This design comes from an exercise in tuning for small area, a short achievable clock period and few clock cycles per item on the open sky130 flow, not from production work.
The RTL was checked by simulation tests, not by an equivalence proof against the original design.

==> flow/design.v (outline; a module is shown in full before it is edited, if it fits) <==
// module q_update_engine: 300 lines
// module qe_btree: 230 lines
// module qe_btreek: 233 lines
module q_update_engine #(
  parameter int DATA_WIDTH  = 16,
  parameter int FRAC_BITS   = 8,
  parameter int NUM_STATES  = 16,
  parameter int NUM_ACTIONS = 4,
  localparam int SW = $clog2(NUM_STATES),
  localparam int AW = $clog2(NUM_ACTIONS)
) (
  input  logic                  clk,
  input  logic                  rst_n,
  input  logic                  clear,
  input  logic                  in_valid,
  output logic                  in_ready,
  input  logic [SW-1:0]         in_state,
  input  logic [AW-1:0]         in_action,
  input  logic [SW-1:0]         in_next_state,
  input  logic [DATA_WIDTH-1:0] in_reward,
  input  logic                  in_terminal,
  input  logic [DATA_WIDTH-1:0] alpha,
  input  logic [DATA_WIDTH-1:0] gamma,
  output logic                  out_valid,
  input  logic                  out_ready,
  output logic [DATA_WIDTH-1:0] out_q_new,
  output logic [AW-1:0]         out_best_action,
  output logic                  busy
);
  // ...
==> flow/flow/run.sh <==
#!/bin/bash
# The standard layout (standard.sh: unchanged synthesis, steps, power grid
# and tap cells) with two changes to how the layout is made:
#  - timing repair aims at a setup slack of 8.3 ns at the design's 14 ns
#    clock, so repair_timing works on every path longer than 5.7 ns instead of
#    only on violating ones (the clock and I/O constraints are unchanged);
#  - every port still gets a buffer, but buf_2 instead of the delay cell
#    buffer_ports picks by default.
# All of make's output goes to standard.log; ORFS keeps each step's own log
# under orfs/logs/.
set -euo pipefail
bash standard.sh SETUP_SLACK_MARGIN=8.3 "BUFFER_PORTS_ARGS=-buffer_cell sky130_fd_sc_hd__buf_2" finish > standard.log 2>&1
==> flow/standard.sh <==
#!/bin/bash
# synth_recipe.tcl (not shown) runs the flow's synth.tcl, then flattens the netlist and writes it again
# the make line also repeats each setting of config.mk as NAME=value (left out here)
make -C /OpenROAD-flow-scripts/flow DESIGN_CONFIG=/design/flow/config.mk WORK_HOME=/design/flow/orfs CLKGATE_MAP_FILE= SYNTH_SCRIPT=/design/flow/synth_recipe.tcl "${@:-finish}"
==> flow/config.mk <==
export PLATFORM = sky130hd
export DESIGN_NAME = q_update_engine
export DESIGN_NICKNAME = q_update_engine
export VERILOG_FILES = /design/flow/design.v
export SDC_FILE = /design/flow/constraint.sdc
export NUM_CORES = 8
export LEC_CHECK = 0
export CAP_MARGIN = 30
export CORE_MARGIN = 2
export CORE_UTILIZATION = 45
export CTS_CLUSTER_DIAMETER = 100
export CTS_CLUSTER_SIZE = 20
export PLACE_DENSITY = 0.55
export SLEW_MARGIN = 25
==> flow/constraint.sdc <==
create_clock -name core_clock -period 14.0 [get_ports {clk}]
set_input_delay 2.8000 -clock core_clock [delete_from_list [all_inputs] [get_ports {clk}]]
set_output_delay 2.8000 -clock core_clock [all_outputs]
set_load 0.01 [all_outputs]
==> run summary, run 1 <==
Outcome: timing/DRC/antenna clean
Synth area leader: edfxtp_1
Most common cell in the synthesized netlist: edfxtp_1
Worst Reg2Reg Path Length in Cells: 18
Critical-path cell list: buf_2 > nor2_4 > buf_6
CP top delay family: buffers and inverters
Total gr overflow: 0
Min-Delay Startpoint: b2_cq[0]
CTS max path bufs: 3
Vias in the first global route: 55,337
Most frequent cells in the layout: edfxtp_1, a22oi_1, nand2_1
Vias per std cell: 7.71
Multi-input logic area: 28,400 µm²
Worst EP arrival: 3.10 ns
Nets@finish: 6,042
Number of multi-input logic gates: 3,538
Post-synth EDFFs: 1,271
Die Area: 159,000 µm²
IO Port Bufs: 84
Core Util, Final: 0.509
Initial antenna violation count: 31
M1 GR Usage: 0.507
Worst Skew: 0.0935 ns
Post-synthesis net count: 5,976
Wire length on met2: 146,000 µm
DP Cell Count: 7,595
Final setup viols: 0
CTS tree: done
CP peak stage delay: 0.13 ns
Avg Cell Area, Syn: 12.5 µm²
Crit Path Class: primary input to output port
Testbench counts, summed over its fixed seeds: cycles 2,922, items 2,400.
==> module q_update_engine, before the edit <==
module q_update_engine #(
  parameter int DATA_WIDTH  = 16,
  parameter int FRAC_BITS   = 8,
  parameter int NUM_STATES  = 16,
  parameter int NUM_ACTIONS = 4,
  localparam int SW = $clog2(NUM_STATES),
  localparam int AW = $clog2(NUM_ACTIONS)
) (
  input  logic                  clk,
  input  logic                  rst_n,
  input  logic                  clear,
  input  logic                  in_valid,
  output logic                  in_ready,
  input  logic [SW-1:0]         in_state,
  input  logic [AW-1:0]         in_action,
  input  logic [SW-1:0]         in_next_state,
  input  logic [DATA_WIDTH-1:0] in_reward,
  input  logic                  in_terminal,
  input  logic [DATA_WIDTH-1:0] alpha,
  input  logic [DATA_WIDTH-1:0] gamma,
  output logic                  out_valid,
  input  logic                  out_ready,
  output logic [DATA_WIDTH-1:0] out_q_new,
  output logic [AW-1:0]         out_best_action,
  output logic                  busy
);
  localparam int NS = NUM_STATES;
  localparam int NA = NUM_ACTIONS;
  localparam logic [17:0] K_HI = 18'h2ab00;
  function automatic logic [15:0] sat18(input logic [17:0] v);
    if (v[17:15] == 3'b000 || v[17:15] == 3'b111) sat18 = v[15:0];
    else sat18 = v[17] ? 16'h8000 : 16'h7fff;
  endfunction
  function automatic logic small8(input logic [15:0] v);
    small8 = (v[15:8] == 8'h00) || (v[15:8] == 8'hff && v[7:0] != 8'h00);
  endfunction
  function automatic logic [14:0] booth(input logic [9:0] y);
    logic [10:0] yx;
    logic [4:0] one, two, neg;
    yx = {y, 1'b0};
    for (int i = 0; i < 5; i++) begin
      one[i] = yx[2*i] ^ yx[2*i+1];
      two[i] = (yx[2*i+2] & !yx[2*i+1] & !yx[2*i]) | (!yx[2*i+2] & yx[2*i+1] & yx[2*i]);
      neg[i] = yx[2*i+2] & !(yx[2*i+1] & yx[2*i]);
    end
    booth = {neg, two, one};
  endfunction
  function automatic logic [17:0] ehi(input logic [17:0] ra, input logic [17:0] rb,
                                      input logic [9:0] y);
    logic [14:0] d;
    d = booth(y);
    ehi = ra - rb + {17'd0, d[14]} + K_HI;
  endfunction
  function automatic logic [7:0] elo(input logic [14:0] d);
    elo = {1'b0, d[13], 1'b0, d[12], 1'b0, d[11], 1'b0, d[10]};
  endfunction
  function automatic logic [17:0] sx(input logic [15:0] v);
    sx = {{2{v[15]}}, v};
  endfunction
  logic [15:0] tq [NS*NA];
  logic [NS-1:0] rv;               
  logic          clr_q;            
  logic         b1_v, b1_shadow, b2_v, c_v;
  logic [3:0]   b1_s, b1_ns, b2_s, c_s;
  logic [1:0]   b1_a, b2_a, c_a, b2_best, c_best;
  logic         b1_term, b1_gsmall, b1_asmall;
  logic [15:0]  b1_r, b1_alpha, b1_gamma, b1_q;
  logic [15:0]  b1_row [NA];
  logic [15:0]  b2_x, c_x;
  logic [14:0]  b2_d, c_d;         
  logic [9:0]   b2_ay;
  logic [17:0]  b2_e;
  logic [15:0]  b2_cq, c_q;         
  logic         b2_fast, b2_asmall, b2_gsmall;
  logic [4:0]   b2_ph;
  logic [9:0]   c_lo;              
  logic [25:0]  acc;               
  logic         hb, hs;            
  logic [17:0]  e0, e1, e2;        
  logic [1:0]   cnt;
  logic [15:0]  q_new;
  localparam logic [4:0] S_FIRST = 5'd0,
    S_G1X = 5'd1,  S_G1C = 5'd2,  S_GHX = 5'd3,  S_GLP = 5'd4,  S_GLX = 5'd5,
    S_GLC = 5'd6,  S_TX  = 5'd7,  S_TC  = 5'd8,  S_DX  = 5'd9,  S_DC  = 5'd10,
    S_APX = 5'd11, S_APC = 5'd12, S_AHX = 5'd13, S_ALP = 5'd14, S_ALX = 5'd15,
    S_ALC = 5'd16, S_QX  = 5'd17, S_QC  = 5'd18, S_FX  = 5'd19;
  logic haz, b1_fast, b2_done, b2_go, b1_adv, b1_rel, b1_load, accept, pop;
  logic [2:0] occ;
  assign occ     = {2'b0, c_v} + {1'b0, cnt};
  assign b2_done = (b2_ph == S_FIRST && b2_fast) || b2_ph == S_FX;
  assign b2_go   = b2_v && b2_done && (occ <= 3'd2);
  assign haz     = (!b1_term && ((b2_v && b2_s == b1_ns) || (c_v && c_s == b1_ns))) ||
                   (b2_v && b2_s == b1_s && b2_a == b1_a) ||
                   (c_v && c_s == b1_s && c_a == b1_a);
  assign b1_adv  = b1_v && !b1_shadow && !haz && (!b2_v || b2_go);
  assign b1_rel  = b1_shadow ? b2_go : (b1_adv && b1_fast);
  assign b1_load = !b1_v || b1_rel;
  assign in_ready = b1_load && !clear;
  assign accept  = in_valid && in_ready;
  assign pop     = out_valid && out_ready;
  logic [15:0] row_rd [NA];
  logic [15:0] q_rd;
  always_comb begin
    for (int j = 0; j < NA; j++)
      row_rd[j] = (rv[in_next_state] && !clr_q) ? tq[{in_next_state, 2'(j)}] : '0;
    q_rd = (rv[in_state] && !clr_q) ? tq[{in_state, in_action}] : '0;
  end
  always_ff @(posedge clk) begin
    if (b1_load) begin
      b1_s      <= in_state;
      b1_a      <= in_action;
      b1_ns     <= in_next_state;
      b1_r      <= in_reward;
      b1_term   <= in_terminal;
      b1_alpha  <= alpha;
      b1_gamma  <= gamma;
      b1_gsmall <= small8(gamma);
      b1_asmall <= alpha[15:8] == 8'd0;
      for (int j = 0; j < NA; j++)
        b1_row[j] <= (c_v && c_s == in_next_state && c_a == 2'(j)) ? q_new : row_rd[j];
      b1_q <= (c_v && c_s == in_state && c_a == in_action) ? q_new : q_rd;
    end else begin
      for (int j = 0; j < NA; j++)
        if (c_v && c_s == b1_ns && c_a == 2'(j)) b1_row[j] <= q_new;
      if (c_v && c_s == b1_s && c_a == b1_a) b1_q <= q_new;
    end
  end
  logic [15:0] bo [NA];            
  logic c01, c23, cf;
  logic [15:0] m01, m23, mx;
  logic [1:0] best;
  for (genvar j = 0; j < NA; j++) begin : g_bo
    assign bo[j] = {!b1_row[j][15], b1_row[j][14:0]};
  end
  assign c01  = bo[1] > bo[0];
  assign c23  = bo[3] > bo[2];
  assign m01  = c01 ? b1_row[1] : b1_row[0];
  assign m23  = c23 ? b1_row[3] : b1_row[2];
  assign cf   = {!m23[15], m23[14:0]} > {!m01[15], m01[14:0]};
  assign mx   = cf ? m23 : m01;
  assign best = cf ? {1'b1, c23} : {1'b0, c01};
  function automatic logic small12(input logic [15:0] v);
    small12 = (v[15:11] == 5'h00) || (v[15:11] == 5'h1f);
  endfunction
  function automatic logic small13(input logic [15:0] v);
    small13 = (v[15:12] == 4'h0) || (v[15:12] == 4'hf);
  endfunction
  assign b1_fast = b1_asmall && small13(b1_q) && small12(b1_r) &&
                   (b1_term || (b1_gsmall && small12(b1_row[0]) && small12(b1_row[1]) &&
                                small12(b1_row[2]) && small12(b1_row[3])));
  logic [9:0] g_eff;
  assign g_eff = b1_term ? 10'd0 : b1_gamma[9:0];
  logic [4:0]  nx, nst;           
  logic [9:0]  ny;
  logic [17:0] nra, nrb;
  always_comb begin
    case (b2_ph)
      S_FIRST:             nx = (b2_gsmall || b1_term) ? S_G1X : S_GHX;
      S_GHX, S_GLP:        nx = S_GLX;
      S_G1X, S_G1C,
      S_GLX, S_GLC:        nx = S_TX;
      S_TX, S_TC:          nx = S_DX;
      S_DX, S_DC:          nx = b2_asmall ? S_APX : S_AHX;
      S_AHX, S_ALP:        nx = S_ALX;
      S_APX, S_APC,
      S_ALX, S_ALC:        nx = S_QX;
      default:             nx = S_FX;
    endcase
    case (b2_ph)
      S_FIRST: nst = nx;
      S_GLC, S_G1C: nst = S_TX;
      S_DC:    nst = nx;
      S_APC, S_ALC: nst = S_QX;
      S_QC:    nst = S_FX;
      default: nst = b2_ph + 5'd1;
    endcase
    ny = 10'd256; nra = '0; nrb = '0;
    case (nx)
        S_G1X: ny = g_eff;
        S_GHX: ny = {{2{b1_gamma[15]}}, b1_gamma[15:8]};
        S_GLX: begin ny = {2'b0, b1_gamma[7:0]}; nra = acc[17:0]; end
        S_TX:  nra = sx(b1_r);
        S_DX:  nrb = sx(b1_q);
        S_APX: ny = b1_alpha[9:0];
        S_AHX: ny = {{2{b1_alpha[15]}}, b1_alpha[15:8]};
        S_ALX: begin ny = {2'b0, b1_alpha[7:0]}; nra = acc[17:0]; end
        S_QX:  nra = sx(b1_q);
        default: ;
    endcase
  end
  logic [17:0] e_n;
  logic [17:0] ra_m, rb_m;
  logic [9:0]  y_m;
  assign ra_m = b1_shadow ? nra : sx(b1_r);
  assign rb_m = b1_shadow ? nrb : sx(b1_q);
  assign y_m  = b1_shadow ? ny  : g_eff;
  assign e_n  = ehi(ra_m, rb_m, y_m);
  logic [25:0] b2_ps, b2_pc, b2_p;
  logic [15:0] acc_out;
  qe_btree u_b2 (.x(b2_x), .one(b2_d[4:0]), .two(b2_d[9:5]), .neg(b2_d[14:10]),
                 .e({b2_e, elo(b2_d)}), .s(b2_ps), .c(b2_pc));
  assign b2_p    = b2_ps + b2_pc;
  assign acc     = {c_lo[9:8], c_x, c_lo[7:0]};
  assign acc_out = sat18(acc[25:8]);
  always_ff @(posedge clk) begin
    if (b1_adv) begin
      b2_x      <= mx;
      b2_d      <= booth(g_eff);
      b2_e      <= e_n;
      b2_cq     <= b1_q;
      b2_ay     <= b1_alpha[9:0];
      b2_s      <= b1_s;
      b2_a      <= b1_a;
      b2_best   <= b1_term ? 2'd0 : best;
      b2_fast   <= b1_fast;
      b2_asmall <= b1_asmall;
      b2_gsmall <= b1_gsmall;
      b2_ph     <= S_FIRST;
    end else if (b2_v && !b2_done) begin
      b2_d  <= booth(ny);
      b2_e  <= e_n;
      b2_ph <= nst;
      case (b2_ph)
        S_G1C, S_TC, S_DC, S_APC, S_QC: b2_x <= acc_out;
        S_GLP, S_ALP: begin
          hb <= !((&acc[25:16]) || !(|acc[25:16]));
          hs <= acc[25];
        end
        S_GLC, S_ALC: b2_x <= hb ? (hs ? 16'h8000 : 16'h7fff) : acc_out;
        default: ;
      endcase
      if (b2_ph == S_FIRST) b2_cq <= '0;
      if (b2_ph == S_FIRST) b2_ay <= 10'd256;
    end
  end
  logic [23:0] c_ps, c_pc, c_p;
  qe_btreek u_c (.x(c_x), .one(c_d[4:0]), .two(c_d[9:5]), .neg(c_d[14:10]),
                 .e({c_q, elo(c_d)}), .s(c_ps), .c(c_pc));
  assign c_p   = c_ps + c_pc;
  assign q_new = c_p[23:8];
  always_ff @(posedge clk) begin
    c_x    <= b2_p[23:8];
    c_lo   <= {b2_p[25:24], b2_p[7:0]};
    c_d    <= booth(b2_ay);
    c_q    <= b2_cq;
    c_s    <= b2_s;
    c_a    <= b2_a;
    c_best <= b2_best;
  end
  always_ff @(posedge clk) begin
    for (int i = 0; i < NS; i++)
      for (int j = 0; j < NA; j++)
        if (c_v && c_s == 4'(i) && (c_a == 2'(j) || !rv[i]))
          tq[i*NA+j] <= (c_a == 2'(j)) ? q_new : '0;
  end
  logic [1:0]  cnt_n, idx;
  logic [17:0] e0_n, e1_n, e2_n;
  logic        b1_v_n, b2_v_n;
  always_comb begin
    e0_n = pop ? e1 : e0;
    e1_n = pop ? e2 : e1;
    e2_n = e2;
    idx  = cnt - {1'b0, pop};
    if (c_v) begin
      case (idx)
        2'd0: e0_n = {c_best, q_new};
        2'd1: e1_n = {c_best, q_new};
        default: e2_n = {c_best, q_new};
      endcase
    end
    cnt_n  = cnt - {1'b0, pop} + {1'b0, c_v};
    b1_v_n = accept || (b1_v && !b1_rel);
    b2_v_n = b1_adv || (b2_v && !b2_go);
  end
  always_ff @(posedge clk) begin
    e0 <= e0_n;
    e1 <= e1_n;
    e2 <= e2_n;
  end
  always_ff @(posedge clk or negedge rst_n) begin
    if (!rst_n) begin
      b1_v <= 1'b0; b1_shadow <= 1'b0; b2_v <= 1'b0; c_v <= 1'b0;
      cnt <= 2'd0; out_valid <= 1'b0; busy <= 1'b0;
      rv <= '0; clr_q <= 1'b0;
    end else begin
      clr_q     <= clear;
      b1_v      <= b1_v_n;
      b1_shadow <= b1_load ? 1'b0 : (b1_shadow || b1_adv);
      b2_v      <= b2_v_n;
      c_v       <= b2_go;
      cnt       <= cnt_n;
      out_valid <= (cnt_n != 2'd0);
      busy      <= b1_v_n || b2_v_n || b2_go || (cnt_n != 2'd0);
      if (clr_q) rv <= '0;
      else if (c_v) rv[c_s] <= 1'b1;
    end
  end
  assign out_q_new = e0[15:0];
  assign out_best_action = e0[17:16];
endmodule
==> run 2, diff against run 1 <==
--- a/flow/design.v
+++ b/flow/design.v
@@ -73,4 +73,9 @@
   logic [15:0]  b2_cq, c_q;         
   logic         b2_fast, b2_asmall, b2_gsmall;
+  logic         b2_dual;           
+  logic [1:0]   b2_js;
+  logic [13:0]  b2_xa;             
+  logic         b2_q12;            
+  logic         c_small;           
   logic [4:0]   b2_ph;
   logic [9:0]   c_lo;              
@@ -90,5 +95,9 @@
   assign b2_done = (b2_ph == S_FIRST && b2_fast) || b2_ph == S_FX;
   assign b2_go   = b2_v && b2_done && (occ <= 3'd2);
-  assign haz     = (!b1_term && ((b2_v && b2_s == b1_ns) || (c_v && c_s == b1_ns))) ||
+  logic small_c, haz_cr, dual;
+  assign small_c = c_small;
+  assign haz_cr  = !b1_term && c_v && c_s == b1_ns;
+  assign dual    = haz_cr && small_c;
+  assign haz     = (!b1_term && b2_v && b2_s == b1_ns) || (haz_cr && !small_c) ||
                    (b2_v && b2_s == b1_s && b2_a == b1_a) ||
                    (c_v && c_s == b1_s && c_a == b1_a);
@@ -127,17 +136,21 @@
   end
   logic [15:0] bo [NA];            
-  logic c01, c23, cf;
+  logic [3:0] m;
+  logic c01, c23, cf, b01, b23;
   logic [15:0] m01, m23, mx;
   logic [1:0] best;
   for (genvar j = 0; j < NA; j++) begin : g_bo
     assign bo[j] = {!b1_row[j][15], b1_row[j][14:0]};
+    assign m[j]  = dual && c_a == 2'(j);
   end
   assign c01  = bo[1] > bo[0];
   assign c23  = bo[3] > bo[2];
-  assign m01  = c01 ? b1_row[1] : b1_row[0];
-  assign m23  = c23 ? b1_row[3] : b1_row[2];
+  assign b01  = m[0] || (!m[1] && c01);
+  assign b23  = m[2] || (!m[3] && c23);
+  assign m01  = b01 ? b1_row[1] : b1_row[0];
+  assign m23  = b23 ? b1_row[3] : b1_row[2];
   assign cf   = {!m23[15], m23[14:0]} > {!m01[15], m01[14:0]};
   assign mx   = cf ? m23 : m01;
-  assign best = cf ? {1'b1, c23} : {1'b0, c01};
+  assign best = cf ? {1'b1, b23} : {1'b0, b01};
   function automatic logic small12(input logic [15:0] v);
     small12 = (v[15:11] == 5'h00) || (v[15:11] == 5'h1f);
@@ -203,4 +216,15 @@
   assign acc     = {c_lo[9:8], c_x, c_lo[7:0]};
   assign acc_out = sat18(acc[25:8]);
+  logic [23:0] b2_qs, b2_qc, b2_q2;
+  logic [15:0] xa16;
+  logic        xwin;
+  logic [25:0] b2_ee;
+  assign b2_ee = {b2_e, elo(b2_d)};
+  assign xa16  = {{2{b2_xa[13]}}, b2_xa};
+  qe_btree14 u_b2a (.x(b2_xa), .one(b2_d[4:0]), .two(b2_d[9:5]), .neg(b2_d[14:10]),
+                    .e(b2_ee[23:0]), .s(b2_qs), .c(b2_qc));
+  assign b2_q2 = b2_qs + b2_qc;
+  assign xwin  = b2_dual && (({!xa16[15], xa16[14:0]} > {!b2_x[15], b2_x[14:0]}) ||
+                             (xa16 == b2_x && b2_js < b2_best));
   always_ff @(posedge clk) begin
     if (b1_adv) begin
@@ -214,4 +238,8 @@
       b2_best   <= b1_term ? 2'd0 : best;
       b2_fast   <= b1_fast;
+      b2_dual   <= dual;
+      b2_js     <= c_a;
+      b2_xa     <= q_new[13:0];
+      b2_q12    <= (b1_q[15:11] == 5'h00) || (b1_q[15:11] == 5'h1f);
       b2_asmall <= b1_asmall;
       b2_gsmall <= b1_gsmall;
@@ -230,6 +258,13 @@
         default: ;
       endcase
-      if (b2_ph == S_FIRST) b2_cq <= '0;
-      if (b2_ph == S_FIRST) b2_ay <= 10'd256;
+      if (b2_ph == S_FIRST) begin
+        b2_cq   <= '0;
+        b2_ay   <= 10'd256;
+        if (xwin) begin
+          b2_x    <= xa16;
+          b2_best <= b2_js;
+        end
+        b2_dual <= 1'b0;
+      end
     end
   end
@@ -240,5 +275,7 @@
   assign q_new = c_p[23:8];
   always_ff @(posedge clk) begin
-    c_x    <= b2_p[23:8];
+    c_x    <= xwin ? b2_q2[23:8] : b2_p[23:8];
+    c_small <= b2_fast && b2_q12 && (xwin ? ((b2_q2[23:19] == 5'h00) || (b2_q2[23:19] == 5'h1f)) :
+                                            ((b2_p[23:19] == 5'h00) || (b2_p[23:19] == 5'h1f)));
     c_lo   <= {b2_p[25:24], b2_p[7:0]};
     c_d    <= booth(b2_ay);
@@ -246,5 +283,5 @@
     c_s    <= b2_s;
     c_a    <= b2_a;
-    c_best <= b2_best;
+    c_best <= xwin ? b2_js : b2_best;
   end
   always_ff @(posedge clk) begin
@@ -762,2 +799,220 @@
   assign c = {w_139,w_137,w_135,w_133,w_131,w_129,w_127,w_125,w_123,w_121,w_119,w_117,w_115,w_113,w_111,w_109,w_107,w_105,w_103,w_101,w_99,e[2],e[1],e[0]};
 endmodule
+module qe_btree14 (
+  input  logic [13:0] x,
+  input  logic [4:0] one, two, neg,
+  input  logic [23:0] e,
+  output logic [23:0] s, c
+);
+  wire pp0_0 = (one[0] & x[0]) ^ neg[0];
+  wire pp0_1 = ((one[0] & x[1]) | (two[0] & x[0])) ^ neg[0];
+  wire pp0_2 = ((one[0] & x[2]) | (two[0] & x[1])) ^ neg[0];
+  wire pp0_3 = ((one[0] & x[3]) | (two[0] & x[2])) ^ neg[0];
+  wire pp0_4 = ((one[0] & x[4]) | (two[0] & x[3])) ^ neg[0];
+  wire pp0_5 = ((one[0] & x[5]) | (two[0] & x[4])) ^ neg[0];
+  wire pp0_6 = ((one[0] & x[6]) | (two[0] & x[5])) ^ neg[0];
+  wire pp0_7 = ((one[0] & x[7]) | (two[0] & x[6])) ^ neg[0];
+  wire pp0_8 = ((one[0] & x[8]) | (two[0] & x[7])) ^ neg[0];
+  wire pp0_9 = ((one[0] & x[9]) | (two[0] & x[8])) ^ neg[0];
+  wire pp0_10 = ((one[0] & x[10]) | (two[0] & x[9])) ^ neg[0];
+  wire pp0_11 = ((one[0] & x[11]) | (two[0] & x[10])) ^ neg[0];
+  wire pp0_12 = ((one[0] & x[12]) | (two[0] & x[11])) ^ neg[0];
+  wire pp0_13 = ((one[0] & x[13]) | (two[0] & x[12])) ^ neg[0];
+  wire pp0_14 = ((one[0] & x[13]) | (two[0] & x[13])) ^ neg[0];
+  wire pp1_0 = (one[1] & x[0]) ^ neg[1];
+  wire pp1_1 = ((one[1] & x[1]) | (two[1] & x[0])) ^ neg[1];
+  wire pp1_2 = ((one[1] & x[2]) | (two[1] & x[1])) ^ neg[1];
+  wire pp1_3 = ((one[1] & x[3]) | (two[1] & x[2])) ^ neg[1];
+  wire pp1_4 = ((one[1] & x[4]) | (two[1] & x[3])) ^ neg[1];
+  wire pp1_5 = ((one[1] & x[5]) | (two[1] & x[4])) ^ neg[1];
+  wire pp1_6 = ((one[1] & x[6]) | (two[1] & x[5])) ^ neg[1];
+  wire pp1_7 = ((one[1] & x[7]) | (two[1] & x[6])) ^ neg[1];
+  wire pp1_8 = ((one[1] & x[8]) | (two[1] & x[7])) ^ neg[1];
+  wire pp1_9 = ((one[1] & x[9]) | (two[1] & x[8])) ^ neg[1];
+  wire pp1_10 = ((one[1] & x[10]) | (two[1] & x[9])) ^ neg[1];
+  wire pp1_11 = ((one[1] & x[11]) | (two[1] & x[10])) ^ neg[1];
+  wire pp1_12 = ((one[1] & x[12]) | (two[1] & x[11])) ^ neg[1];
+  wire pp1_13 = ((one[1] & x[13]) | (two[1] & x[12])) ^ neg[1];
+  wire pp1_14 = ((one[1] & x[13]) | (two[1] & x[13])) ^ neg[1];
+  wire pp2_0 = (one[2] & x[0]) ^ neg[2];
+  wire pp2_1 = ((one[2] & x[1]) | (two[2] & x[0])) ^ neg[2];
+  wire pp2_2 = ((one[2] & x[2]) | (two[2] & x[1])) ^ neg[2];
+  wire pp2_3 = ((one[2] & x[3]) | (two[2] & x[2])) ^ neg[2];
+  wire pp2_4 = ((one[2] & x[4]) | (two[2] & x[3])) ^ neg[2];
+  wire pp2_5 = ((one[2] & x[5]) | (two[2] & x[4])) ^ neg[2];
+  wire pp2_6 = ((one[2] & x[6]) | (two[2] & x[5])) ^ neg[2];
+  wire pp2_7 = ((one[2] & x[7]) | (two[2] & x[6])) ^ neg[2];
+  wire pp2_8 = ((one[2] & x[8]) | (two[2] & x[7])) ^ neg[2];
+  wire pp2_9 = ((one[2] & x[9]) | (two[2] & x[8])) ^ neg[2];
+  wire pp2_10 = ((one[2] & x[10]) | (two[2] & x[9])) ^ neg[2];
+  wire pp2_11 = ((one[2] & x[11]) | (two[2] & x[10])) ^ neg[2];
+  wire pp2_12 = ((one[2] & x[12]) | (two[2] & x[11])) ^ neg[2];
+  wire pp2_13 = ((one[2] & x[13]) | (two[2] & x[12])) ^ neg[2];
+  wire pp2_14 = ((one[2] & x[13]) | (two[2] & x[13])) ^ neg[2];
+  wire pp3_0 = (one[3] & x[0]) ^ neg[3];
+  wire pp3_1 = ((one[3] & x[1]) | (two[3] & x[0])) ^ neg[3];
+  wire pp3_2 = ((one[3] & x[2]) | (two[3] & x[1])) ^ neg[3];
+  wire pp3_3 = ((one[3] & x[3]) | (two[3] & x[2])) ^ neg[3];
+  wire pp3_4 = ((one[3] & x[4]) | (two[3] & x[3])) ^ neg[3];
+  wire pp3_5 = ((one[3] & x[5]) | (two[3] & x[4])) ^ neg[3];
+  wire pp3_6 = ((one[3] & x[6]) | (two[3] & x[5])) ^ neg[3];
+  wire pp3_7 = ((one[3] & x[7]) | (two[3] & x[6])) ^ neg[3];
+  wire pp3_8 = ((one[3] & x[8]) | (two[3] & x[7])) ^ neg[3];
+  wire pp3_9 = ((one[3] & x[9]) | (two[3] & x[8])) ^ neg[3];
+  wire pp3_10 = ((one[3] & x[10]) | (two[3] & x[9])) ^ neg[3];
+  wire pp3_11 = ((one[3] & x[11]) | (two[3] & x[10])) ^ neg[3];
+  wire pp3_12 = ((one[3] & x[12]) | (two[3] & x[11])) ^ neg[3];
+  wire pp3_13 = ((one[3] & x[13]) | (two[3] & x[12])) ^ neg[3];
+  wire pp3_14 = ((one[3] & x[13]) | (two[3] & x[13])) ^ neg[3];
+  wire pp4_0 = (one[4] & x[0]) ^ neg[4];
+  wire pp4_1 = ((one[4] & x[1]) | (two[4] & x[0])) ^ neg[4];
+  wire pp4_2 = ((one[4] & x[2]) | (two[4] & x[1])) ^ neg[4];
+  wire pp4_3 = ((one[4] & x[3]) | (two[4] & x[2])) ^ neg[4];
+  wire pp4_4 = ((one[4] & x[4]) | (two[4] & x[3])) ^ neg[4];
+  wire pp4_5 = ((one[4] & x[5]) | (two[4] & x[4])) ^ neg[4];
+  wire pp4_6 = ((one[4] & x[6]) | (two[4] & x[5])) ^ neg[4];
+  wire pp4_7 = ((one[4] & x[7]) | (two[4] & x[6])) ^ neg[4];
+  wire pp4_8 = ((one[4] & x[8]) | (two[4] & x[7])) ^ neg[4];
+  wire pp4_9 = ((one[4] & x[9]) | (two[4] & x[8])) ^ neg[4];
+  wire pp4_10 = ((one[4] & x[10]) | (two[4] & x[9])) ^ neg[4];
+  wire pp4_11 = ((one[4] & x[11]) | (two[4] & x[10])) ^ neg[4];
+  wire pp4_12 = ((one[4] & x[12]) | (two[4] & x[11])) ^ neg[4];
+  wire pp4_13 = ((one[4] & x[13]) | (two[4] & x[12])) ^ neg[4];
+  wire pp4_14 = ((one[4] & x[13]) | (two[4] & x[13])) ^ neg[4];
+  wire w_1 = pp0_6 ^ pp1_4;
+  wire w_2 = pp0_6 & pp1_4;
+  wire w_3 = pp0_7 ^ pp1_5 ^ pp2_3;
+  wire w_4 = (pp0_7 & pp1_5) | (pp0_7 & pp2_3) | (pp1_5 & pp2_3);
+  wire w_5 = pp0_8 ^ pp1_6 ^ pp2_4;
+  wire w_6 = (pp0_8 & pp1_6) | (pp0_8 & pp2_4) | (pp1_6 & pp2_4);
+  wire w_7 = pp3_2 ^ pp4_0;
+  wire w_8 = pp3_2 & pp4_0;
+  wire w_9 = pp0_9 ^ pp1_7 ^ pp2_5;
+  wire w_10 = (pp0_9 & pp1_7) | (pp0_9 & pp2_5) | (pp1_7 & pp2_5);
+  wire w_11 = pp3_3 ^ pp4_1 ^ e[9];
+  wire w_12 = (pp3_3 & pp4_1) | (pp3_3 & e[9]) | (pp4_1 & e[9]);
+  wire w_13 = pp0_10 ^ pp1_8 ^ pp2_6;
+  wire w_14 = (pp0_10 & pp1_8) | (pp0_10 & pp2_6) | (pp1_8 & pp2_6);
+  wire w_15 = pp3_4 ^ pp4_2 ^ e[10];
+  wire w_16 = (pp3_4 & pp4_2) | (pp3_4 & e[10]) | (pp4_2 & e[10]);
+  wire w_17 = pp0_11 ^ pp1_9 ^ pp2_7;
+  wire w_18 = (pp0_11 & pp1_9) | (pp0_11 & pp2_7) | (pp1_9 & pp2_7);
+  wire w_19 = pp3_5 ^ pp4_3 ^ e[11];
+  wire w_20 = (pp3_5 & pp4_3) | (pp3_5 & e[11]) | (pp4_3 & e[11]);
+  wire w_21 = pp0_12 ^ pp1_10 ^ pp2_8;
+  wire w_22 = (pp0_12 & pp1_10) | (pp0_12 & pp2_8) | (pp1_10 & pp2_8);
+  wire w_23 = pp3_6 ^ pp4_4 ^ e[12];
+  wire w_24 = (pp3_6 & pp4_4) | (pp3_6 & e[12]) | (pp4_4 & e[12]);
+  wire w_25 = pp0_13 ^ pp1_11 ^ pp2_9;
+  wire w_26 = (pp0_13 & pp1_11) | (pp0_13 & pp2_9) | (pp1_11 & pp2_9);
+  wire w_27 = pp3_7 ^ pp4_5 ^ e[13];
+  wire w_28 = (pp3_7 & pp4_5) | (pp3_7 & e[13]) | (pp4_5 & e[13]);
+  wire w_29 = pp0_14 ^ pp1_12 ^ pp2_10;
+  wire w_30 = (pp0_14 & pp1_12) | (pp0_14 & pp2_10) | (pp1_12 & pp2_10);
+  wire w_31 = pp3_8 ^ pp4_6 ^ e[14];
+  wire w_32 = (pp3_8 & pp4_6) | (pp3_8 & e[14]) | (pp4_6 & e[14]);
+  wire w_33 = pp1_13 ^ pp2_11 ^ pp3_9;
+  wire w_34 = (pp1_13 & pp2_11) | (pp1_13 & pp3_9) | (pp2_11 & pp3_9);
+  wire w_35 = pp4_7 ^ e[15] ^ pp0_14;
+  wire w_36 = (pp4_7 & e[15]) | (pp4_7 & pp0_14) | (e[15] & pp0_14);
+  wire w_37 = pp1_14 ^ pp2_12 ^ pp3_10;
+  wire w_38 = (pp1_14 & pp2_12) | (pp1_14 & pp3_10) | (pp2_12 & pp3_10);
+  wire w_39 = pp4_8 ^ e[16] ^ ~pp0_14;
+  wire w_40 = (pp4_8 & e[16]) | (pp4_8 & ~pp0_14) | (e[16] & ~pp0_14);
+  wire w_41 = pp2_13 ^ pp3_11 ^ pp4_9;
+  wire w_42 = (pp2_13 & pp3_11) | (pp2_13 & pp4_9) | (pp3_11 & pp4_9);
+  wire w_43 = e[17] ^ ~pp1_14 ^ 1'b1;
+  wire w_44 = (e[17] & ~pp1_14) | (e[17] & 1'b1) | (~pp1_14 & 1'b1);
+  wire w_45 = ~pp2_14 ^ pp3_12 ^ pp4_10;
+  wire w_46 = (~pp2_14 & pp3_12) | (~pp2_14 & pp4_10) | (pp3_12 & pp4_10);
+  wire w_47 = e[18] ^ 1'b1;
+  wire w_48 = e[18] & 1'b1;
+  wire w_49 = pp3_13 ^ pp4_11 ^ e[19];
+  wire w_50 = (pp3_13 & pp4_11) | (pp3_13 & e[19]) | (pp4_11 & e[19]);
+  wire w_51 = ~pp3_14 ^ pp4_12;
+  wire w_52 = ~pp3_14 & pp4_12;
+  wire w_53 = pp0_4 ^ pp1_2;
+  wire w_54 = pp0_4 & pp1_2;
+  wire w_55 = pp0_5 ^ pp1_3 ^ pp2_1;
+  wire w_56 = (pp0_5 & pp1_3) | (pp0_5 & pp2_1) | (pp1_3 & pp2_1);
+  wire w_57 = w_1 ^ pp2_2 ^ pp3_0;
+  wire w_58 = (w_1 & pp2_2) | (w_1 & pp3_0) | (pp2_2 & pp3_0);
+  wire w_59 = w_2 ^ w_3 ^ pp3_1;
+  wire w_60 = (w_2 & w_3) | (w_2 & pp3_1) | (w_3 & pp3_1);
+  wire w_61 = w_4 ^ w_5 ^ w_7;
+  wire w_62 = (w_4 & w_5) | (w_4 & w_7) | (w_5 & w_7);
+  wire w_63 = w_6 ^ w_8 ^ w_9;
+  wire w_64 = (w_6 & w_8) | (w_6 & w_9) | (w_8 & w_9);
+  wire w_65 = w_10 ^ w_12 ^ w_13;
+  wire w_66 = (w_10 & w_12) | (w_10 & w_13) | (w_12 & w_13);
+  wire w_67 = w_14 ^ w_16 ^ w_17;
+  wire w_68 = (w_14 & w_16) | (w_14 & w_17) | (w_16 & w_17);
+  wire w_69 = w_18 ^ w_20 ^ w_21;
+  wire w_70 = (w_18 & w_20) | (w_18 & w_21) | (w_20 & w_21);
+  wire w_71 = w_22 ^ w_24 ^ w_25;
+  wire w_72 = (w_22 & w_24) | (w_22 & w_25) | (w_24 & w_25);
+  wire w_73 = w_26 ^ w_28 ^ w_29;
+  wire w_74 = (w_26 & w_28) | (w_26 & w_29) | (w_28 & w_29);
+  wire w_75 = w_30 ^ w_32 ^ w_33;
+  wire w_76 = (w_30 & w_32) | (w_30 & w_33) | (w_32 & w_33);
+  wire w_77 = w_34 ^ w_36 ^ w_37;
+  wire w_78 = (w_34 & w_36) | (w_34 & w_37) | (w_36 & w_37);
+  wire w_79 = w_38 ^ w_40 ^ w_41;
+  wire w_80 = (w_38 & w_40) | (w_38 & w_41) | (w_40 & w_41);
+  wire w_81 = w_42 ^ w_44 ^ w_45;
+  wire w_82 = (w_42 & w_44) | (w_42 & w_45) | (w_44 & w_45);
+  wire w_83 = w_46 ^ w_48 ^ w_49;
+  wire w_84 = (w_46 & w_48) | (w_46 & w_49) | (w_48 & w_49);
+  wire w_85 = w_50 ^ w_51 ^ e[20];
+  wire w_86 = (w_50 & w_51) | (w_50 & e[20]) | (w_51 & e[20]);
+  wire w_87 = w_52 ^ pp4_13 ^ e[21];
+  wire w_88 = (w_52 & pp4_13) | (w_52 & e[21]) | (pp4_13 & e[21]);
+  wire w_89 = ~pp4_14 ^ e[22];
+  wire w_90 = ~pp4_14 & e[22];
+  wire w_91 = pp0_2 ^ pp1_0;
+  wire w_92 = pp0_2 & pp1_0;
+  wire w_93 = pp0_3 ^ pp1_1 ^ e[3];
+  wire w_94 = (pp0_3 & pp1_1) | (pp0_3 & e[3]) | (pp1_1 & e[3]);
+  wire w_95 = w_53 ^ pp2_0 ^ e[4];
+  wire w_96 = (w_53 & pp2_0) | (w_53 & e[4]) | (pp2_0 & e[4]);
+  wire w_97 = w_54 ^ w_55 ^ e[5];
+  wire w_98 = (w_54 & w_55) | (w_54 & e[5]) | (w_55 & e[5]);
+  wire w_99 = w_56 ^ w_57 ^ e[6];
+  wire w_100 = (w_56 & w_57) | (w_56 & e[6]) | (w_57 & e[6]);
+  wire w_101 = w_58 ^ w_59 ^ e[7];
+  wire w_102 = (w_58 & w_59) | (w_58 & e[7]) | (w_59 & e[7]);
+  wire w_103 = w_60 ^ w_61 ^ e[8];
+  wire w_104 = (w_60 & w_61) | (w_60 & e[8]) | (w_61 & e[8]);
+  wire w_105 = w_62 ^ w_63 ^ w_11;
+  wire w_106 = (w_62 & w_63) | (w_62 & w_11) | (w_63 & w_11);
+  wire w_107 = w_64 ^ w_65 ^ w_15;
+  wire w_108 = (w_64 & w_65) | (w_64 & w_15) | (w_65 & w_15);
+  wire w_109 = w_66 ^ w_67 ^ w_19;
+  wire w_110 = (w_66 & w_67) | (w_66 & w_19) | (w_67 & w_19);
+  wire w_111 = w_68 ^ w_69 ^ w_23;
+  wire w_112 = (w_68 & w_69) | (w_68 & w_23) | (w_69 & w_23);
+  wire w_113 = w_70 ^ w_71 ^ w_27;
+  wire w_114 = (w_70 & w_71) | (w_70 & w_27) | (w_71 & w_27);
+  wire w_115 = w_72 ^ w_73 ^ w_31;
+  wire w_116 = (w_72 & w_73) | (w_72 & w_31) | (w_73 & w_31);
+  wire w_117 = w_74 ^ w_75 ^ w_35;
+  wire w_118 = (w_74 & w_75) | (w_74 & w_35) | (w_75 & w_35);
+  wire w_119 = w_76 ^ w_77 ^ w_39;
+  wire w_120 = (w_76 & w_77) | (w_76 & w_39) | (w_77 & w_39);
+  wire w_121 = w_78 ^ w_79 ^ w_43;
+  wire w_122 = (w_78 & w_79) | (w_78 & w_43) | (w_79 & w_43);
+  wire w_123 = w_80 ^ w_81 ^ w_47;
+  wire w_124 = (w_80 & w_81) | (w_80 & w_47) | (w_81 & w_47);
+  wire w_125 = w_82 ^ w_83 ^ 1'b1;
+  wire w_126 = (w_82 & w_83) | (w_82 & 1'b1) | (w_83 & 1'b1);
+  wire w_127 = w_84 ^ w_85 ^ 1'b1;
+  wire w_128 = (w_84 & w_85) | (w_84 & 1'b1) | (w_85 & 1'b1);
+  wire w_129 = w_86 ^ w_87 ^ 1'b1;
+  wire w_130 = (w_86 & w_87) | (w_86 & 1'b1) | (w_87 & 1'b1);
+  wire w_131 = w_88 ^ w_89 ^ 1'b1;
+  wire w_132 = (w_88 & w_89) | (w_88 & 1'b1) | (w_89 & 1'b1);
+  wire w_133 = w_90 ^ e[23] ^ 1'b1;
+  wire w_134 = (w_90 & e[23]) | (w_90 & 1'b1) | (e[23] & 1'b1);
+  assign s = {w_132,w_130,w_128,w_126,w_124,w_122,w_120,w_118,w_116,w_114,w_112,w_110,w_108,w_106,w_104,w_102,w_100,w_98,w_96,w_94,w_92,w_91,pp0_1,pp0_0};
+  assign c = {w_133,w_131,w_129,w_127,w_125,w_123,w_121,w_119,w_117,w_115,w_113,w_111,w_109,w_107,w_105,w_103,w_101,w_99,w_97,w_95,w_93,e[2],e[1],e[0]};
+endmodule
==> run 2 against run 1 <==
Register-to-register slack got worse by 0.03 ns. Synthesized cell count increased by 9.7%. First-iteration DRC count increased by 11%.
==> run summary, run 2 <==
CTS Sinks: 1,421 (was 1,402)
Hold EP: c_q[0] (unchanged)
CTS tree: done (unchanged)
Root Driver: clkbuf_16 (unchanged)
Largest net degree at the start of global routing: 65 (was 82)
Avg Cell Area, Syn: 12.1 µm² (was 12.5 µm²)
Initial Util: 0.453 (was 0.455)
Slew Limit Fails: 0 (unchanged)
Insertion delay to the later sink of the worst-skew pair: 0.83 ns (was 0.82 ns)
Ys Warns: 5 (unchanged)
CTS Buf Count: 84 (was 83)
Top cells by area, synth: edfxtp_1, a22oi_1, fa_1 (unchanged)
Buf+Inv Stages, Crit Path: 2 (unchanged)
Initial drt markers: 13,384 (was 12,047)
Post-synthesis cell area: 74,600 µm² (was 70,200 µm²)
Nets@finish: 6,711 (was 6,042)
Clock slew at reported path FFs: 0.08 ns (about the same)
Pre-antenna DRT Iters: 12 (unchanged)
DR vias: 65,068 (was 60,225)
Chip Width: 411 µm (was 399 µm)
CP Max Fanout: 2 (was 3)
Drt wl/cell: 45.2 µm (was 46.4 µm)
Max reg flops: 1,024 (unchanged)
Final worst slack: 8.13 ns (was 8.10 ns)
Post-synthesis net count: 6,624 (was 5,976)
IO Port Bufs: 84 (unchanged)
Vias in the first global route: 59,935 (was 55,337)
Synth unique cells: 82 (was 97)
Wirelength, routed: 385,000 µm (was 363,000 µm)
#FFs+latches synth: 1,421 (was 1,402)
DRC viols: 0 (unchanged)
Worst Skew: 0.0830 ns (was 0.0935 ns)
Async S/R FF share, synth: 0.0176 (was 0.0178)
Initial antenna violation count: 34 (was 31)
Critical-path cell list: buf_8 > nor2_4 > buf_6 (was buf_2 > nor2_4 > buf_6)
Worst Reg2Reg Path Length in Cells: 19 (was 18)
Core Region: 165,000 µm² (was 154,000 µm²)
Most common cell after layout, fill and taps aside: edfxtp_1 (unchanged)
CTS max path bufs: 3 (unchanged)
Hold Vio Cnt, Final: 0 (unchanged)
Fin crit share: 0.419 (was 0.422)
CP top delay family: buffers and inverters (unchanged)
Vias per std cell: 7.63 (was 7.71)
Sequential fraction of the synthesis area: 0.556 (was 0.583)
CP peak stage delay: 0.10 ns (was 0.13 ns)
Most common cell in the synthesized netlist: edfxtp_1 (unchanged)
Min-Delay Startpoint: b2_cq[0] (unchanged)
Largest regs: tq (1024), b1_row (64) (unchanged)
Most frequent cells in the layout: edfxtp_1, a22oi_1, inv_1 (was edfxtp_1, a22oi_1, nand2_1)
Hold path cells: 0 (unchanged)
Crit Path Class: primary input to output port (unchanged)
GP Congestion: 1.02 (about the same)
CP max-delay cell: buf_8 (was buf_2)
FP Rows: 149 (was 144)
CTS H-Tree Depth: 3 (unchanged)
Hold Slack: 0.346 ns (was 0.348 ns)
Required time worst endpoint: 11.20 ns (about the same)
Fill cell count: 14,436 (was 13,307)
Global Route Usage Sum: 0.445 (was 0.448)
Critical Path Source: clear (unchanged)
Syn Inst Count: 6,169 (was 5,623)
Final setup viols: 0 (unchanged)
Final HPWL DP: 232,000 µm (was 221,000 µm)
Max-cap violations: 0 (unchanged)
Tightest Hold Check Type: register to register (unchanged)
Synth area leader: edfxtp_1 (unchanged)
DRT antenna net count: 0 (unchanged)
Reg-to-Reg Start: c_x[0] (was c_x[5])
Worst setup SP type: primary input (unchanged)
Layout area overhead: 12.0% (about the same)
Die Y: 411 µm (was 399 µm)
Die Area: 169,000 µm² (was 159,000 µm²)
Post-synth EDFFs: 1,289 (was 1,271)
Ys flop type: edfxtp_1 (unchanged)
Post-place setup slack: 6.94 ns (was 7.40 ns)
Synth top area share: 0.519 (was 0.544)
Layout cells sized above 1: 0.140 (was 0.146)
Most flops, register: tq (unchanged)
Setup TNS: 0 ns (unchanged)
Synth cell count leaders: edfxtp_1, a22oi_1, clkbuf_1 (was edfxtp_1, a22oi_1, nand2_1)
Unrepaired setup endpoints after global routing: yes (unchanged)
Min Tclk post-route: 5.87 ns (was 5.90 ns)
First-pass GRT wire length: 511,000 µm (was 480,000 µm)
Crit path capture type: output port (unchanged)
Worst EP arrival: 3.07 ns (was 3.10 ns)
R2r endpoint: tq[34][15] (was b1_row[2][11])
Outcome: timing/DRC/antenna clean (unchanged)
Total gr overflow: 0 (unchanged)
Worst-Margin Slew: 1.21 ns (was 1.23 ns)
Ports: 85 (unchanged)
Worst rel slew slack: 0.195 (was 0.170)
FMAX: 170 MHz (was 169 MHz)
Setup slack, reg-to-reg: 8.49 ns (was 8.52 ns)
## run 2: changes by cell type after synthesis, moves of 50 or more
| cell | delta |
|---|---|
| nand2_1 | -165 |
| o22ai_1 | +63 |
| nand3_1 | +104 |
| nor3_1 | -54 |
| fa_1 | +50 |
| nor2_1 | +103 |
| ha_1 | +52 |
| inv_1 | +54 |
| a221oi_1 | -69 |
| a22oi_1 | +179 |
| a21oi_1 | +82 |
| o2111ai_1 | -63 |
| or3_1 | +67 |
## run 2: layout make-up
cell class                      instances  area (µm²)  share of cell area
Sequential cell                      1421       41600               0.498
Multi-Input combinational cell       3983       32000               0.383
Timing Repair Buffer                  424        3360              0.0402
Tap cell                             2189        2740              0.0328
Clock buffer                          110        2220              0.0266
Inverter                              342        1280              0.0154
Clock inverter                         16         304             0.00364
Antenna cell                           42         105             0.00126
## run 2: how the worst max path moves through the flow
stage | cells after the start | to
4_1_cts | 3 | in_ready
3_5_place_dp | 26 | b2_e[16]
2_1_floorplan | 1 | in_ready
5_1_grt | 10 | in_ready
6_report | 3 | in_ready
3_3_place_gp | 26 | b2_e[16]
## run 2: per-stage QoR
step	cell area, µm²	util	cells
6_report	83500	0.507	8527
5_1_grt	83500	0.506	8493
4_1_cts	82700	0.502	8445
3_5_place_dp	79300	0.481	8264
3_3_place_gp	79100	0.480	8251
2_1_floorplan	74600	-	6169
## run 2: metal layers
metal  vias to the layer above  share of wire  GRT usage  wire length [µm]
met5                         -         0.0016     0.0257               603
met1                     31765           0.32      0.494            124000
li1                      24197              -          -                 -
met3                      2389           0.16      0.221             60700
met4                        46           0.11      0.346             42200
met2                      6671           0.41      0.646            158000
## run 2: cells by family (layout without fill, tap and decap cells)
logic type / after synthesis / count (layout) / synth area share
XOR/XNOR: 344 / 344 / 0.0405
multiplexers: 83 / 83 / 0.0131
flip-flops: 1421 / 1421 / 0.556
buffers and inverters: 765 / 892 / 0.0389
adder cells (fa/ha/maj): 391 / 391 / 0.0820
AND/OR/NAND/NOR: 1174 / 1174 / 0.0785
AO/OA/AOI/OAI: 1991 / 1991 / 0.191
other: 0 / 42 / 0
## run 2: worst register-to-register path, stage by stage (launching register included)
cell and delay, ns:
dfxtp_2 0.64, a22oi_1 0.18, xnor2_1 0.18, fa_1 0.44, fa_1 0.51, inv_1 0.05
fa_1 0.50, inv_1 0.04, ha_1 0.40, nand2_1 0.10, or3_1 0.40, o21ai_1 0.30
a211oi_2 0.14, nor2_1 0.26, a311o_1 0.32, a21oi_2 0.10, xnor2_2 0.23, buf_12 0.22
nor2_4 0.07, buf_12 0.19
## run 2: repair_timing
| action | in CTS | in global routing |
|---|---|---|
| endpoints found under the setup margin | 774 | 729 |
| gates cloned | 1 | 0 |
| setup buffers | 54 | 26 |
| gates resized for setup | 130 | 80 |
| pin swaps | 10 | 21 |
| endpoints found under the hold margin | 0 | 0 |
| hold buffers | 0 | 0 |
Testbench counts of run 2, summed over its fixed seeds: cycles 2,665, items 2,400.
==> run 3, diff against run 2 <==
--- a/flow/design.v
+++ b/flow/design.v
@@ -72,5 +72,5 @@
   logic [17:0]  b2_e;
   logic [15:0]  b2_cq, c_q;         
-  logic         b2_fast, b2_asmall, b2_gsmall;
+  logic         b2_fast;
   logic         b2_dual;           
   logic [1:0]   b2_js;
@@ -169,10 +169,10 @@
   always_comb begin
     case (b2_ph)
-      S_FIRST:             nx = (b2_gsmall || b1_term) ? S_G1X : S_GHX;
+      S_FIRST:             nx = (b1_gsmall || b1_term) ? S_G1X : S_GHX;
       S_GHX, S_GLP:        nx = S_GLX;
       S_G1X, S_G1C,
       S_GLX, S_GLC:        nx = S_TX;
       S_TX, S_TC:          nx = S_DX;
-      S_DX, S_DC:          nx = b2_asmall ? S_APX : S_AHX;
+      S_DX, S_DC:          nx = b1_asmall ? S_APX : S_AHX;
       S_AHX, S_ALP:        nx = S_ALX;
       S_APX, S_APC,
@@ -242,6 +242,4 @@
       b2_xa     <= q_new[13:0];
       b2_q12    <= (b1_q[15:11] == 5'h00) || (b1_q[15:11] == 5'h1f);
-      b2_asmall <= b1_asmall;
-      b2_gsmall <= b1_gsmall;
       b2_ph     <= S_FIRST;
     end else if (b2_v && !b2_done) begin
==> run 3 against run 2 <==
Non-clock buffer count up 19. Sequential share of layout area down 0.18 points. Flip-flop and latch count down 2. Die area up 0.34%. Cell area up 0.24%. Register-to-register slack about the same. Largest cell class unchanged.
==> run summary, run 3 <==
Outcome: timing/DRC/antenna clean (unchanged)
CTS Buf Count: 83 (was 84)
Initial Util: 0.454 (was 0.453)
Ys flop type: edfxtp_1 (unchanged)
Post-synthesis cell area: 74,800 µm² (was 74,600 µm²)
CTS H-Tree Depth: 3 (unchanged)
R2r endpoint: c_small (was tq[34][15])
Pre-antenna DRT Iters: 14 (was 12)
First-pass GRT wire length: 515,000 µm (was 511,000 µm)
Post-synthesis net count: 6,589 (was 6,624)
Async S/R FF share, synth: 0.0176 (about the same)
DRT antenna net count: 0 (unchanged)
Layout cells sized above 1: 0.144 (was 0.140)
Worst rel slew slack: 0.183 (was 0.195)
#FFs+latches synth: 1,419 (was 1,421)
Drt wl/cell: 45.6 µm (was 45.2 µm)
FP Rows: 149 (unchanged)
Most frequent cells in the layout: edfxtp_1, a22oi_1, inv_1 (unchanged)
DR vias: 64,617 (was 65,068)
Max-cap violations: 0 (unchanged)
Crit Path Class: primary input to output port (unchanged)
Insertion delay to the later sink of the worst-skew pair: 0.80 ns (was 0.83 ns)
Final HPWL DP: 239,000 µm (was 232,000 µm)
CP Max Fanout: 2 (unchanged)
Initial drt markers: 13,125 (was 13,384)
Global Route Usage Sum: 0.449 (was 0.445)
Ports: 85 (unchanged)
CP max-delay cell: buf_8 (unchanged)
Most flops, register: tq (unchanged)
Worst setup SP type: primary input (unchanged)
IO Port Bufs: 84 (unchanged)
Hold Vio Cnt, Final: 0 (unchanged)
Nets@finish: 6,694 (was 6,711)
Total gr overflow: 0 (unchanged)
Die Y: 412 µm (was 411 µm)
Unrepaired setup endpoints after global routing: yes (unchanged)
Buf+Inv Stages, Crit Path: 2 (unchanged)
CP top delay family: buffers and inverters (unchanged)
Ys Warns: 5 (unchanged)
GP Congestion: 1.04 (was 1.02)
CP peak stage delay: 0.10 ns (about the same)
Root Driver: clkbuf_16 (unchanged)
Sequential fraction of the synthesis area: 0.553 (was 0.556)
CTS tree: done (unchanged)
Synth unique cells: 93 (was 82)
Initial antenna violation count: 28 (was 34)
Min Tclk post-route: 5.87 ns (about the same)
Most common cell after layout, fill and taps aside: edfxtp_1 (unchanged)
Fin crit share: 0.419 (about the same)
Wirelength, routed: 389,000 µm (was 385,000 µm)
Setup TNS: 0 ns (unchanged)
Post-synth EDFFs: 1,287 (was 1,289)
FMAX: 170 MHz (about the same)
Stages on worst setup path: 3 (unchanged)
Most common cell in the synthesized netlist: edfxtp_1 (unchanged)
Worst-Margin Slew: 1.22 ns (was 1.21 ns)
Largest net degree at the start of global routing: 65 (unchanged)
Hold Slack: 0.349 ns (was 0.346 ns)
Die Area: 170,000 µm² (was 169,000 µm²)
Synth area leader: edfxtp_1 (unchanged)
Synth cell count leaders: edfxtp_1, a22oi_1, inv_1 (was edfxtp_1, a22oi_1, clkbuf_1)
CTS max path bufs: 3 (unchanged)
Synth top area share: 0.516 (was 0.519)
Top cells by area, synth: edfxtp_1, a22oi_1, fa_1 (unchanged)
Max reg flops: 1,024 (unchanged)
Clock slew at reported path FFs: 0.09 ns (was 0.08 ns)
Slew Limit Fails: 0 (unchanged)
Worst Reg2Reg Path Length in Cells: 17 (was 19)
Core Region: 165,000 µm² (about the same)
Critical Path Source: clear (unchanged)
Final setup viols: 0 (unchanged)
Setup slack, reg-to-reg: 8.50 ns (was 8.49 ns)
Crit path capture type: output port (unchanged)
Critical-path cell list: buf_8 > nor2_4 > buf_6 (unchanged)
DRC viols: 0 (unchanged)
Largest regs: tq (1024), b1_row (64) (unchanged)
Chip Width: 412 µm (was 411 µm)
Reg-to-Reg Start: b2_x[5] (was c_x[0])
Layout area overhead: 11.9% (was 12.0%)
Vias per std cell: 7.58 (was 7.63)
CTS Sinks: 1,419 (was 1,421)
Worst EP arrival: 3.07 ns (about the same)
Avg Cell Area, Syn: 12.2 µm² (was 12.1 µm²)
Tightest Hold Check Type: register to register (unchanged)
Required time worst endpoint: 11.20 ns (about the same)
Worst Skew: 0.0870 ns (was 0.0830 ns)
Syn Inst Count: 6,134 (was 6,169)
Vias in the first global route: 59,974 (was 59,935)
CP Capture Point: in_ready (unchanged)
-- run 3: cell types whose count changed after synthesis, sizes merged, moves of 20 or more --
| cell | change |
|---|---|
| a22oi | -101 |
| a22o | +34 |
| nand2 | -51 |
| buf | +25 |
| nor2 | -20 |
| a221oi | +36 |
| clkbuf | -23 |
| inv | +20 |
| a222oi | +20 |
-- run 3: cell type report --
cell class                 instances  area, µm²
fill                           14305      81300
clock inverter                    15        254
inverter                         362       1390
clock buffer                     110       2190
tap                             2189       2740
antenna                           56        140
timing repair inverter             1       5.00
multi-input combinational       3929      32000
sequential                      1419      41500
timing repair buffer             443       3520
-- run 3: routing by layer --
metal | track usage | vias up | wire length (µm)
met5 | 0.0243 | - | 602
met4 | 0.357 | 23 | 42100
met3 | 0.218 | 2264 | 59200
met2 | 0.647 | 6483 | 162000
met1 | 0.503 | 31646 | 125000
li1 | - | 24201 | -
-- run 3: per-stage QoR --
step	util	worst slack [ns]	area, µm²	cells
2_1_floorplan	-	8.32	74800	6134
3_3_place_gp	0.480	7.49	79200	8216
3_5_place_dp	0.481	7.43	79400	8225
4_1_cts	0.500	8.11	82400	8381
5_1_grt	0.507	8.11	83600	8478
6_report	0.508	8.13	83700	8524
-- run 3: cell families after synthesis --
| group | synth area share |
|---|---|
| simple gates | 0.0747 |
| mux | 0.0153 |
| xor+xnor | 0.0399 |
| fa+ha+maj | 0.0817 |
| buf+inv | 0.0409 |
| compound gates | 0.194 |
| flops | 0.553 |
-- run 3: worst min path at each step --
| stage | cells after the start | start | endpoint | slack, ns |
|---|---|---|---|---|
| final | 0 | b2_cq[4] | c_q[4] | 0.35 |
| after global routing | 0 | b2_cq[4] | c_q[4] | 0.35 |
| after CTS | 0 | b2_cq[4] | c_q[4] | 0.35 |
| after detailed placement | 0 | b2_cq[4] | c_q[4] | 0.33 |
| after global placement | 0 | b2_cq[14] | c_q[14] | 0.32 |
| after floorplan | 0 | b2_cq[0] | c_q[0] | 0.32 |
-- run 3: repair_timing --
| action | CTS | global route |
|---|---|---|
| setup buffers | 27 | 68 |
| gates resized for setup | 112 | 96 |
| cloned | 4 | 0 |
| endpoints found under the setup margin | 621 | 557 |
| pin swaps | 10 | 12 |
| hold buffers | 0 | 0 |
| hold endpoints to repair | 0 | 0 |
Testbench counts of run 3, summed over its fixed seeds: cycles 2,665, items 2,400.
==> run 4, diff against run 3 <==
--- a/flow/config.mk
+++ b/flow/config.mk
@@ -11,4 +11,4 @@
 export CTS_CLUSTER_DIAMETER = 100
 export CTS_CLUSTER_SIZE = 20
-export PLACE_DENSITY = 0.55
+export PLACE_DENSITY = 0.65
 export SLEW_MARGIN = 25
==> run 4 against run 3 <==
Fmax decreased by 2.1%. Hold slack lost 0.018 ns. Clock-buffer cell count fell by 9. Die area unchanged. Setup slack worse by 0.13 ns. Non-clock buffer count is 2 lower. Core utilization is 0.093 points higher. Still clean on timing, DRC and antenna. Critical endpoint is now b1_q[4].
==> run summary, run 4 <==
Worst Skew: 0.0835 ns (was 0.0870 ns)
CP max-delay cell: nor2_2 (was buf_8)
DP Cell Count: 8,217 (was 8,225)
Die Y: 412 µm (unchanged)
Max-cap violations: 0 (unchanged)
CP peak stage delay: 0.80 ns (was 0.10 ns)
Core Util, Final: 0.508 (about the same)
Initial Util: 0.454 (unchanged)
Gr busiest metal: met2 (unchanged)
Insertion delay to the later sink of the worst-skew pair: 0.80 ns (about the same)
Clock slew at reported path FFs: 0.09 ns (about the same)
Post-synthesis net count: 6,589 (unchanged)
Ys Warns: 5 (unchanged)
Vias in the first global route: 60,214 (was 59,974)
Worst-Margin Slew: 1.29 ns (was 1.22 ns)
Hold Vio Cnt, Final: 0 (unchanged)
M1 GR Usage: 0.466 (was 0.503)
DR vias: 65,164 (was 64,617)
Min Tclk post-route: 5.99 ns (was 5.87 ns)
Async S/R FF share, synth: 0.0176 (unchanged)
Most flops, register: tq (unchanged)
FMAX: 167 MHz (was 170 MHz)
Crit path capture type: register (was output port)
Synth top area share: 0.516 (unchanged)
Ports: 85 (unchanged)
Worst setup SP type: primary input (unchanged)
Synth unique cells: 93 (unchanged)
CTS H-Tree Depth: 3 (unchanged)
Outcome: timing/DRC/antenna clean (unchanged)
Ys flop type: edfxtp_1 (unchanged)
Worst Reg2Reg Path Length in Cells: 19 (was 17)
Pre-antenna DRT Iters: 13 (was 14)
Sequential fraction of the synthesis area: 0.553 (unchanged)
Initial drt markers: 14,207 (was 13,125)
CTS Hold Bufs: 0 (unchanged)
Avg Cell Area, Syn: 12.2 µm² (unchanged)
Slew Limit Fails: 0 (unchanged)
Most common cell in the synthesized netlist: edfxtp_1 (unchanged)
Hold Slack: 0.331 ns (was 0.349 ns)
Largest regs: tq (1024), b1_row (64) (unchanged)
Post-synth EDFFs: 1,287 (unchanged)
Finished Layout Cells: 8,502 (was 8,524)
GP Congestion: 1.04 (about the same)
Crit Path Class: primary input to register (was primary input to output port)
Tightest Hold Check Type: register to register (unchanged)
Most frequent cells in the layout: edfxtp_1, a22oi_1, inv_1 (unchanged)
First-pass GRT wire length: 494,000 µm (was 515,000 µm)
Most common cell after layout, fill and taps aside: edfxtp_1 (unchanged)
FP Rows: 149 (unchanged)
DRC viols: 0 (unchanged)
Nets@finish: 6,695 (was 6,694)
Global Route Usage Sum: 0.425 (was 0.449)
Worst rel slew slack: 0.139 (was 0.183)
Initial antenna violation count: 35 (was 28)
#FFs+latches synth: 1,419 (unchanged)
Core Region: 165,000 µm² (unchanged)
Root Driver: clkbuf_16 (unchanged)
Setup TNS: 0 ns (unchanged)
Synth area leader: edfxtp_1 (unchanged)
Wirelength, routed: 371,000 µm (was 389,000 µm)
Unrepaired setup endpoints after global routing: yes (unchanged)
Chip Width: 412 µm (unchanged)
Layout area overhead: 12.1% (was 11.9%)
Hold path cells: 0 (unchanged)
CTS Sinks: 1,419 (unchanged)
Largest net degree at the start of global routing: 65 (unchanged)
Vias per std cell: 7.66 (was 7.58)
Fin crit share: 0.428 (was 0.419)
CTS Buf Count: 84 (was 83)
Top cells by area, synth: edfxtp_1, a22oi_1, fa_1 (unchanged)
Total gr overflow: 0 (unchanged)
CTS max path bufs: 3 (unchanged)
CTS tree: done (unchanged)
CP Max Fanout: 13 (was 2)
DRT antenna net count: 0 (unchanged)
Die Area: 170,000 µm² (unchanged)
Max reg flops: 1,024 (unchanged)
Synth cell count leaders: edfxtp_1, a22oi_1, inv_1 (unchanged)
Met2 Track Usage GR: 0.599 (was 0.647)
IO Port Bufs: 84 (unchanged)
Critical-path cell list: buf_2 > nand4_1 > nor2_2 > buf_4 > a22o_1 > a221oi_1 > nand3_1 > nor3_1 > a21oi_1 > mux2_2 (was buf_8 > nor2_4 > buf_6)
Syn Inst Count: 6,134 (unchanged)
Final setup viols: 0 (unchanged)
Final HPWL DP: 227,000 µm (was 239,000 µm)
Post-synthesis cell area: 74,800 µm² (unchanged)
Drt wl/cell: 43.6 µm (was 45.6 µm)
Layout cells sized above 1: 0.148 (was 0.144)
Met3 GRT Util: 0.225 (was 0.218)
Worst EP arrival: 6.60 ns (was 3.07 ns)
Required time worst endpoint: 14.60 ns (was 11.20 ns)
[run 4: cells by family after synthesis]
family	after synthesis	synth area share
XOR/XNOR	341	0.0399
AO/OA/AOI/OAI	2004	0.194
multiplexers	99	0.0153
adder cells (fa/ha/maj)	391	0.0817
buffers and inverters	787	0.0409
AND/OR/NAND/NOR	1093	0.0747
flip-flops	1419	0.553
[run 4: worst paths after layout]
kind	startpoint	to	slack, ns
max in group asynchronous	rst_n	c_v	11.50
hold / removal	b2_cq[4]	c_q[4]	0.33
hold reg to reg	b2_cq[4]	c_q[4]	0.33
setup / recovery	in_state[0]	b1_q[4]	8.01
setup reg to reg	b2_d[1]	c_small	8.40
min in group asynchronous	rst_n	rv[13]	2.02
[run 4: routing by layer]
metal  wire (µm)  vias to the layer above
met5        1020                        -
met4       43000                       52
li1            -                    24202
met3       61400                     2459
met2      150000                     7069
met1      116000                    31382
[run 4: final cells by class]
| cell class | instances | area, µm² |
|---|---|---|
| diodes | 43 | 108 |
| clock buffers | 101 | 2180 |
| clock inverters | 15 | 262 |
| fillers | 14236 | 81100 |
| inverters | 362 | 1390 |
| multi-input cells | 3931 | 32200 |
| flip-flops and latches | 1419 | 41500 |
| well taps | 2189 | 2740 |
| repair buffers | 441 | 3480 |
| repair inverters | 1 | 5.00 |
[run 4: critical path, delay by kind of cell]
family	cells	cell delay [ns]
AO/OA/AOI/OAI	3	1.10
buffers and inverters	2	0.88
multiplexers	1	0.30
AND/OR/NAND/NOR	4	1.47
[run 4: what timing repair did]
item | CTS | global route
pin swaps | 11 | 34
setup buffers | 40 | 61
resized for setup | 104 | 154
gates cloned | 4 | 3
endpoints found under the setup margin | 725 | 593
[run 4: stage by stage]
step	setup WS [ns]	instance area, µm²
floorplan	8.32	74800
global placement	6.89	79100
detailed placement	6.90	79300
CTS	8.03	82400
global route	8.06	83800
finish	8.01	83900

-- separate check: timing with driven ports --
The flow's constraints put no driver on any port. The routed layouts listed below were extracted and timed again, unchanged, in two steps. Step 1 assumes that a clkbuf_16 drives the clock port and a buf_2 every other input. Step 2 moves the port delays by t, midway between the first and last clock arrival at a register: inputs arrive t later, outputs are due t later. That takes back most of the time a late clock gives input paths. a / b / c = ideal ports / drivers / drivers and shift; a / b = the first two.
run | shift t [ns] | setup slack, ns | worst register clock-pin slew, ns | worst data-port slew with drivers (ns)
run 1 | 0.858 | 8.096 / 8.023 / 7.400 | 0.10 / 0.10 | 0.08
run 2 | 0.869 | 8.128 / 8.065 / 7.356 | 0.10 / 0.10 | 0.05
run 3 | 0.847 | 8.132 / 8.095 / 7.382 | 0.10 / 0.10 | 0.07
run 4 | 0.842 | 8.007 / 8.037 / 7.232 | 0.10 / 0.10 | 0.05
After both steps setup and hold are still met in every run listed. The setup slack of run 4, which loses most, moves by +0.030 ns with the drivers and by -0.775 ns with both steps.
